Context: an optimization exercise on an open-source flow, tuned for a short achievable clock period and few clock cycles. The choices shown serve that exercise and are no tape-out recipe.

==> flow/design.v <==
module csa_reduce #(
  parameter int W  = 72,
  parameter int NI = 36,
  parameter int NO = 4
) (
  input  logic [NI-1:0][W-1:0] rows_i,
  output logic [NO-1:0][W-1:0] rows_o,
  output logic         drop_o
);
  function automatic integer nrows(input integer lvl);
    integer n;
    integer l;
    begin
      n = NI;
      for (l = 0; l < lvl; l = l + 1) begin
        if (n > NO) n = 2 * (n / 3) + (n % 3);
      end
      nrows = n;
    end
  endfunction
  function automatic integer nlevels();
    integer n;
    integer l;
    begin
      n = NI;
      l = 0;
      while (n > NO) begin
        n = 2 * (n / 3) + (n % 3);
        l = l + 1;
      end
      nlevels = l;
    end
  endfunction
  localparam int NL = nlevels();
  logic [W-1:0] rows_s [0:NL][0:NI-1];
  logic [NI-1:0] drop_s [0:NL];
  for (genvar r = 0; r < NI; r++) begin : g_in
    assign rows_s[0][r] = rows_i[r];
  end
  assign drop_s[NL] = '0;
  for (genvar lvl = 0; lvl < NL; lvl++) begin : g_lvl
    localparam int N = nrows(lvl);
    localparam int G = N / 3;
    localparam int R = N % 3;
    for (genvar g = 0; g < G; g++) begin : g_fa
      logic [W-1:0] x, y, z, c;
      assign x = rows_s[lvl][3*g];
      assign y = rows_s[lvl][3*g+1];
      assign z = rows_s[lvl][3*g+2];
      assign c = (x & y) | (x & z) | (y & z);
      assign rows_s[lvl+1][2*g]   = x ^ y ^ z;
      assign rows_s[lvl+1][2*g+1] = {c[W-2:0], 1'b0};
      assign drop_s[lvl][g]       = c[W-1];
    end
    for (genvar j = 0; j < R; j++) begin : g_pass
      assign rows_s[lvl+1][2*G+j] = rows_s[lvl][3*G+j];
    end
    for (genvar k = 2*G+R; k < NI; k++) begin : g_zero
      assign rows_s[lvl+1][k] = '0;
    end
    for (genvar k = G; k < NI; k++) begin : g_nodrop
      assign drop_s[lvl][k] = 1'b0;
    end
  end
  for (genvar r = 0; r < NO; r++) begin : g_out
    if (r < nrows(NL)) begin : g_row
      assign rows_o[r] = rows_s[NL][r];
    end else begin : g_none
      assign rows_o[r] = '0;
    end
  end
  always_comb begin
    drop_o = 1'b0;
    for (int l = 0; l < NL; l++) drop_o = drop_o | (|drop_s[l]);
  end
endmodule
module mul_acc_stream #(
  parameter int ACC_W = 72,
  parameter int CNT_W = 16
) (
  input  logic             clk,
  input  logic             rst,
  input  logic             clear,
  input  logic             in_valid,
  output logic             in_ready,
  input  logic [31:0]      in_a,
  input  logic [31:0]      in_b,
  input  logic             in_last,
  output logic             out_valid,
  input  logic             out_ready,
  output logic [ACC_W-1:0] out_acc,
  output logic [CNT_W-1:0] out_count,
  output logic             out_overflow
);
  localparam int R = 2;
  logic             in_ready_q;
  logic             acc_live_q;     
  logic             e0_v_q;         
  logic             e1_v_q;         
  logic [CNT_W-1:0] cnt_q;          
  logic             ovf_q;          
  logic [R-1:0][ACC_W-1:0] acc_q;
  logic [R-1:0][ACC_W-1:0] e0_q;
  logic [R-1:0][ACC_W-1:0] e1_q;
  logic [CNT_W-1:0] e0_cnt_q, e1_cnt_q;
  logic             e0_ovf_q, e1_ovf_q;
  logic             accept_s, last_s, take_s;
  logic [32+R-1:0][ACC_W-1:0] tree_in;
  logic [R-1:0][ACC_W-1:0] tree_out;
  logic             tree_drop;
  logic             new_ovf;
  logic [CNT_W-1:0] new_cnt;
  assign accept_s = in_valid && in_ready_q;
  assign last_s   = accept_s && in_last;
  assign take_s   = e0_v_q && out_ready;
  for (genvar i = 0; i < 32; i++) begin : g_pp
    assign tree_in[i] = in_b[i] ? (ACC_W'(in_a) << i) : '0;
  end
  for (genvar r = 0; r < R; r++) begin : g_accin
    assign tree_in[32+r] = acc_live_q ? acc_q[r] : '0;
  end
  csa_reduce #(.W(ACC_W), .NI(32+R), .NO(R)) u_tree (
    .rows_i (tree_in),
    .rows_o (tree_out),
    .drop_o (tree_drop)
  );
  assign new_ovf = (acc_live_q && ovf_q) || tree_drop;
  assign new_cnt = !acc_live_q ? CNT_W'(1) :
                   (&cnt_q) ? cnt_q : cnt_q + CNT_W'(1);
  always_ff @(posedge clk or posedge rst) begin
    if (rst) begin
      in_ready_q <= 1'b1;
      acc_live_q <= 1'b0;
      e0_v_q     <= 1'b0;
      e1_v_q     <= 1'b0;
      cnt_q      <= '0;
      ovf_q      <= 1'b0;
    end else if (clear) begin
      in_ready_q <= 1'b1;
      acc_live_q <= 1'b0;
      e0_v_q     <= 1'b0;
      e1_v_q     <= 1'b0;
      cnt_q      <= '0;
      ovf_q      <= 1'b0;
    end else begin
      if (accept_s) begin
        acc_live_q <= !in_last;
        cnt_q      <= new_cnt;
        ovf_q      <= new_ovf;
      end
      if (take_s) begin
        e0_v_q <= e1_v_q || last_s;
        e1_v_q <= 1'b0;
        in_ready_q <= 1'b1;
      end else if (last_s) begin
        e0_v_q <= 1'b1;
        e1_v_q <= e0_v_q;
        in_ready_q <= !e0_v_q;
      end
    end
  end
  always_ff @(posedge clk) begin
    if (accept_s) begin
      for (int r = 0; r < R; r++) acc_q[r] <= tree_out[r];
    end
    if (take_s && e1_v_q) begin
      for (int r = 0; r < R; r++) e0_q[r] <= e1_q[r];
      e0_cnt_q <= e1_cnt_q;
      e0_ovf_q <= e1_ovf_q;
    end else if (last_s && (!e0_v_q || take_s)) begin
      for (int r = 0; r < R; r++) e0_q[r] <= tree_out[r];
      e0_cnt_q <= new_cnt;
      e0_ovf_q <= new_ovf;
    end
    if (last_s && e0_v_q && !take_s) begin
      for (int r = 0; r < R; r++) e1_q[r] <= tree_out[r];
      e1_cnt_q <= new_cnt;
      e1_ovf_q <= new_ovf;
    end
  end
  logic [1:0][ACC_W-1:0] fin;
  logic             fin_drop;
  logic [ACC_W:0]   fin_sum;
  csa_reduce #(.W(ACC_W), .NI(R), .NO(2)) u_fin (
    .rows_i (e0_q),
    .rows_o (fin),
    .drop_o (fin_drop)
  );
  assign fin_sum      = {1'b0, fin[0]} + {1'b0, fin[1]};
  assign in_ready     = in_ready_q;
  assign out_valid    = e0_v_q;
  assign out_acc      = fin_sum[ACC_W-1:0];
  assign out_count    = e0_cnt_q;
  assign out_overflow = e0_ovf_q || fin_drop || fin_sum[ACC_W];
endmodule
==> flow/config.mk <==
export PLATFORM = sky130hd
export DESIGN_NAME = mul_acc_stream
export DESIGN_NICKNAME = mul_acc_stream
export VERILOG_FILES = /design/flow/design.v
export SDC_FILE = /design/flow/constraint.sdc
export NUM_CORES = 4
export LEC_CHECK = 0
export CAP_MARGIN = 20
export CORE_MARGIN = 2
export CORE_UTILIZATION = 45
export PLACE_DENSITY = 0.6
export SETUP_SLACK_MARGIN = 4
export SLEW_MARGIN = 20
==> flow/constraint.sdc <==
create_clock -name core_clock -period 8.0 [get_ports {clk}]
set_input_delay 1.6000 -clock core_clock [delete_from_list [all_inputs] [get_ports {clk}]]
set_output_delay 1.6000 -clock core_clock [all_outputs]
set_load 0.01 [all_outputs]
run.sh (not shown) runs the stock make flow with config.mk's settings and CLKGATE_MAP_FILE= SYNTH_SCRIPT=/design/flow/synth_recipe.tcl, a recipe that flattens the netlist after the stock synthesis.
Edit:
--- a/flow/config.mk
+++ b/flow/config.mk
@@ -11,3 +11,2 @@
 export PLACE_DENSITY = 0.6
-export SETUP_SLACK_MARGIN = 4
 export SLEW_MARGIN = 20
- wire length decreases by 28%
No functional check of the RTL was part of any run of this note.

-- what the ideal ports hide --
The flow's constraints put no driver on any port. The routed layouts listed below were extracted and timed again, unchanged, in two steps.
Step 1: set_driving_cell puts a clkbuf_16 on clk and a buf_2 on each other input, an assumption about the parent block.
Step 2 also shifts input and output timing later by t, the mid clock arrival at the registers, as if the neighbouring blocks saw the same clock.
Slacks: ideal / step 1 / step 2; pairs: ideal / step 1.
| run | shift t [ns] | setup WS [ns] | hold WS [ns] | clock arrival spread, ns |
|---|---|---|---|---|
| the first run | 0.673 | 1.709 / 1.719 / 1.047 | 0.516 / 0.516 / 0.516 | 0.024 / 0.023 |
| the second run | 0.657 | 0.896 / 0.848 / 0.281 | 0.466 / 0.466 / 0.466 | 0.018 / 0.017 |
After both steps every run listed still meets setup and hold. The setup slack of the first run, which loses most, moves by +0.010 ns with the drivers and by -0.662 ns with both steps.
